This design comes from an exercise in tuning for small area and a short achievable clock period on the open sky130 flow, not from production work. At most, simulation tests tie the RTL to the original design; equivalence was not proved. No activity file was given, so power comes from the tool's default toggle rates.

==> module executeRegister, before the edit <==
module executeRegister (
    input  logic                         clk_i,
    input  logic                         rst_n_i,
    input  logic                         stall_i,
    input  logic                         bubble_i,
    input  logic [3:0]                   icode_i,
    input  logic [3:0]                   ifun_i,
    input  logic [2:0]                   stat_i,
    input  logic [y86Pkg::WORD_W-1:0]    valA_i,
    input  logic [y86Pkg::WORD_W-1:0]    valB_i,
    input  logic [y86Pkg::WORD_W-1:0]    valC_i,
    input  logic [3:0]                   dstE_i,
    input  logic [3:0]                   dstM_i,
    output logic                         bubble_o,
    output logic [3:0]                   icode_o,
    output logic [2:0]                   cfun_o,      
    output logic [2:0]                   stat_o,
    output logic [y86Pkg::WORD_W-1:0]    valA_o,
    output logic [y86Pkg::WORD_W-1:1]    opX_o,
    output logic [y86Pkg::WORD_W-1:1]    opY_o,
    output logic                         sum0_o,      
    output logic                         carry1_o,    
    output logic                         noCarry_o,
    output logic                         zeroE_o,     
    output logic [3:0]                   dstE_o,
    output logic [3:0]                   dstM_o
);
    localparam int W = y86Pkg::WORD_W;
    logic kill;
    logic load;
    assign kill = !rst_n_i || bubble_i;
    assign load = !rst_n_i || !stall_i;
    logic isOpq, isCmov, isJxx;
    assign isOpq   = (icode_i == y86Pkg::OPQ);
    assign isCmov  = (icode_i == y86Pkg::CMOVXX);
    assign isJxx   = (icode_i == y86Pkg::JXX);
    logic opNone;
    assign opNone = isOpq && (ifun_i[3:2] != 2'b00);
    logic zeroE;
    assign zeroE = (icode_i == y86Pkg::HALT) || (icode_i == y86Pkg::NOP) || isJxx ||
                   (icode_i[3:2] == 2'b11) || opNone;
    logic i3, i2, i1, i0, f1, f0;
    assign {i3, i2, i1, i0} = icode_i;
    assign {f1, f0}         = ifun_i[1:0];
    logic opqC, cmovC, irmovC, memC;
    assign opqC   = !i3 && i2 && i1;               
    assign cmovC  = !i3 && !i2 && i1 && !i0;       
    assign irmovC = !i3 && !i2 && i1 && i0;        
    assign memC   = !i3 && i2 && !i1;              
    logic xB;
    assign xB = i3 || i2;                          
    logic yA, yNA, yNAB, yC, yM8, yP8;
    assign yA   = cmovC || (opqC && (f1 == f0));  
    assign yNA  = opqC && !f1 && f0;               
    assign yNAB = opqC && f1 && !f0;               
    assign yC   = irmovC || memC;
    assign yM8  = i3 && !i0;                       
    assign yP8  = i3 && i0;                        
    logic [W-1:0] xNext, yNext;
    assign xNext = {W{xB}} & valB_i;
    assign yNext = ({W{yA}}   & valA_i)
                 | ({W{yNA}}  & ~valA_i)
                 | ({W{yNAB}} & (~valA_i & valB_i))
                 | ({W{yC}}   & valC_i)
                 | ({W{yM8}}  & (-y86Pkg::STACK_STEP))
                 | ({W{yP8}}  & y86Pkg::STACK_STEP);
    logic sum0Next, carry1Next;
    assign sum0Next   = (opqC && (yNAB ? (valA_i[0] & valB_i[0]) : (valA_i[0] ^ valB_i[0])))
                      | (cmovC && valA_i[0])
                      | (irmovC && valC_i[0])
                      | (memC && (valB_i[0] ^ valC_i[0]))
                      | (i3 && valB_i[0]);
    assign carry1Next = (opqC && !f1 && (f0 ? (valB_i[0] | ~valA_i[0]) : (valA_i[0] & valB_i[0])))
                      | (memC && valB_i[0] && valC_i[0]);
    logic [2:0] cfunNext;
    assign cfunNext = ((isJxx || isCmov) && (ifun_i < 4'd7)) ? ifun_i[2:0] : 3'd7;
    always_ff @(posedge clk_i) begin
        if (load) begin
            bubble_o <= kill;
            icode_o  <= icode_i;
            stat_o   <= stat_i;
            dstE_o   <= dstE_i;
            dstM_o   <= dstM_i;
            valA_o   <= valA_i;
            cfun_o   <= cfunNext;
            opX_o    <= xNext[W-1:1];
            opY_o    <= yNext[W-1:1];
            sum0_o   <= sum0Next;
            carry1_o <= carry1Next;
            noCarry_o <= isOpq && (ifun_i[3:1] != 3'b000);    
            zeroE_o   <= zeroE;
        end
    end
endmodule
Settings: LEC_CHECK=0, ABC_AREA=1, CAP_MARGIN=20, CORE_MARGIN=2, CORE_UTILIZATION=40, SLEW_MARGIN=20; clock period 7.2 ns.
standard.sh (not shown) runs the stock make flow with config.mk's settings and CLKGATE_MAP_FILE= SYNTH_SCRIPT=/design/flow/synth_recipe.tcl, a recipe that flattens the netlist after the stock synthesis.
==> flow/flow/run.sh <==
#!/bin/bash
set -euo pipefail
export BUFFER_PORTS_ARGS="-buffer_cell sky130_fd_sc_hd__buf_1"
export CTS_BUF_LIST="sky130_fd_sc_hd__clkbuf_8 sky130_fd_sc_hd__clkbuf_16"
export CTS_CLUSTER_SIZE=24
export CTS_CLUSTER_DIAMETER=100
export SETUP_SLACK_MARGIN=4.6
bash standard.sh finish > make_finish.log 2>&1
The baseline completed with no timing, DRC or antenna violations.
Next try:
--- a/flow/design.v
+++ b/flow/design.v
@@ -72,52 +72,52 @@
     localparam int W = y86Pkg::WORD_W;
     logic kill;
     logic load;
     assign kill = !rst_n_i || bubble_i;
     assign load = !rst_n_i || !stall_i;
-    logic isOpq, isCmov, isJxx;
+    logic isOpq, isCmov, isIrmov, isMem, isPush, isPop, isJxx;
     assign isOpq   = (icode_i == y86Pkg::OPQ);
     assign isCmov  = (icode_i == y86Pkg::CMOVXX);
+    assign isIrmov = (icode_i == y86Pkg::IRMOVQ);
+    assign isMem   = (icode_i == y86Pkg::RMMOVQ) || (icode_i == y86Pkg::MRMOVQ);
+    assign isPush  = (icode_i == y86Pkg::CALL)   || (icode_i == y86Pkg::PUSHQ);
+    assign isPop   = (icode_i == y86Pkg::RET)    || (icode_i == y86Pkg::POPQ);
     assign isJxx   = (icode_i == y86Pkg::JXX);
+    logic opAdd, opSub, opAnd, opXor;
+    assign opAdd = isOpq && (ifun_i == 4'h0);
+    assign opSub = isOpq && (ifun_i == 4'h1);
+    assign opAnd = isOpq && (ifun_i == 4'h2);
+    assign opXor = isOpq && (ifun_i == 4'h3);
+    logic xB;
+    assign xB = isOpq || isMem || isPush || isPop;
     logic opNone;
     assign opNone = isOpq && (ifun_i[3:2] != 2'b00);
-    logic zeroE;
-    assign zeroE = (icode_i == y86Pkg::HALT) || (icode_i == y86Pkg::NOP) || isJxx ||
-                   (icode_i[3:2] == 2'b11) || opNone;
-    logic i3, i2, i1, i0, f1, f0;
-    assign {i3, i2, i1, i0} = icode_i;
-    assign {f1, f0}         = ifun_i[1:0];
-    logic opqC, cmovC, irmovC, memC;
-    assign opqC   = !i3 && i2 && i1;               
-    assign cmovC  = !i3 && !i2 && i1 && !i0;       
-    assign irmovC = !i3 && !i2 && i1 && i0;        
-    assign memC   = !i3 && i2 && !i1;              
-    logic xB;
-    assign xB = i3 || i2;                          
     logic yA, yNA, yNAB, yC, yM8, yP8;
-    assign yA   = cmovC || (opqC && (f1 == f0));  
-    assign yNA  = opqC && !f1 && f0;               
-    assign yNAB = opqC && f1 && !f0;               
-    assign yC   = irmovC || memC;
-    assign yM8  = i3 && !i0;                       
-    assign yP8  = i3 && i0;                        
+    assign yA   = opAdd || opXor || isCmov;
+    assign yNA  = opSub;
+    assign yNAB = opAnd;
+    assign yC   = isIrmov || isMem;
+    assign yM8  = isPush;
+    assign yP8  = isPop;
     logic [W-1:0] xNext, yNext;
     assign xNext = {W{xB}} & valB_i;
     assign yNext = ({W{yA}}   & valA_i)
                  | ({W{yNA}}  & ~valA_i)
                  | ({W{yNAB}} & (~valA_i & valB_i))
                  | ({W{yC}}   & valC_i)
                  | ({W{yM8}}  & (-y86Pkg::STACK_STEP))
                  | ({W{yP8}}  & y86Pkg::STACK_STEP);
     logic sum0Next, carry1Next;
-    assign sum0Next   = (opqC && (yNAB ? (valA_i[0] & valB_i[0]) : (valA_i[0] ^ valB_i[0])))
-                      | (cmovC && valA_i[0])
-                      | (irmovC && valC_i[0])
-                      | (memC && (valB_i[0] ^ valC_i[0]))
-                      | (i3 && valB_i[0]);
-    assign carry1Next = (opqC && !f1 && (f0 ? (valB_i[0] | ~valA_i[0]) : (valA_i[0] & valB_i[0])))
-                      | (memC && valB_i[0] && valC_i[0]);
+    assign sum0Next   = ((opAdd || opSub || opXor) && (valA_i[0] ^ valB_i[0]))
+                      | (opAnd && (valA_i[0] & valB_i[0]))
+                      | (isCmov && valA_i[0])
+                      | (isIrmov && valC_i[0])
+                      | (isMem && (valB_i[0] ^ valC_i[0]))
+                      | ((isPush || isPop) && valB_i[0]);
+    assign carry1Next = (opAdd && (valA_i[0] & valB_i[0]))
+                      | (opSub && (valB_i[0] | ~valA_i[0]))
+                      | (isMem && (valB_i[0] & valC_i[0]));
     logic [2:0] cfunNext;
     assign cfunNext = ((isJxx || isCmov) && (ifun_i < 4'd7)) ? ifun_i[2:0] : 3'd7;
     always_ff @(posedge clk_i) begin
         if (load) begin
             bubble_o <= kill;
@@ -129,12 +129,12 @@
             cfun_o   <= cfunNext;
             opX_o    <= xNext[W-1:1];
             opY_o    <= yNext[W-1:1];
             sum0_o   <= sum0Next;
             carry1_o <= carry1Next;
-            noCarry_o <= isOpq && (ifun_i[3:1] != 3'b000);    
-            zeroE_o   <= zeroE;
+            noCarry_o <= opAnd || opXor || opNone;
+            zeroE_o   <= opNone;
         end
     end
 endmodule
 `timescale 1ns/1ps
 module aluUnit (
Via count went down slightly; final area decreases slightly; clock skew went up by 0.0076 ns; cell count stays flat; utilization shrinks by 1.2 points; non-clock buffer count fell by 18; setup slack is better by 0.023 ns; total power goes down by a few percent; die area hardly moves; synthesized cell count went up slightly.
No functional check of the RTL was part of the first run of this note.

==> what the ideal ports hide <==
How much do the figures lean on ideal ports? The routed layouts below were timed once more, with nothing changed but the port constraints. Step 1 (the two cells are an assumption about what drives the block):
set clk [get_ports {clk_i}]
set_driving_cell -lib_cell sky130_fd_sc_hd__clkbuf_16 $clk
set_driving_cell -lib_cell sky130_fd_sc_hd__buf_2 [delete_from_list [all_inputs] $clk]
Step 2, shift: input delay + t, output delay - t, t = (earliest + latest rising clock arrival at the registers) / 2. This alone moves slack from input paths to output paths. a / b / c = ideal / step 1 / step 2; a / b = the first two.
run	shift t [ns]	setup slack, ns	clock arrival spread, ns	worst register clock-pin slew, ns
the first run	0.587	4.614 / 4.584 / 4.056	0.025 / 0.025	0.10 / 0.10
the second run	0.595	4.637 / 4.587 / 4.073	0.033 / 0.033	0.10 / 0.10
After both steps setup and hold are still met in every run listed. For the second run, which loses most, drivers alone change the setup slack by -0.050 ns; drivers and shift together by -0.564 ns.
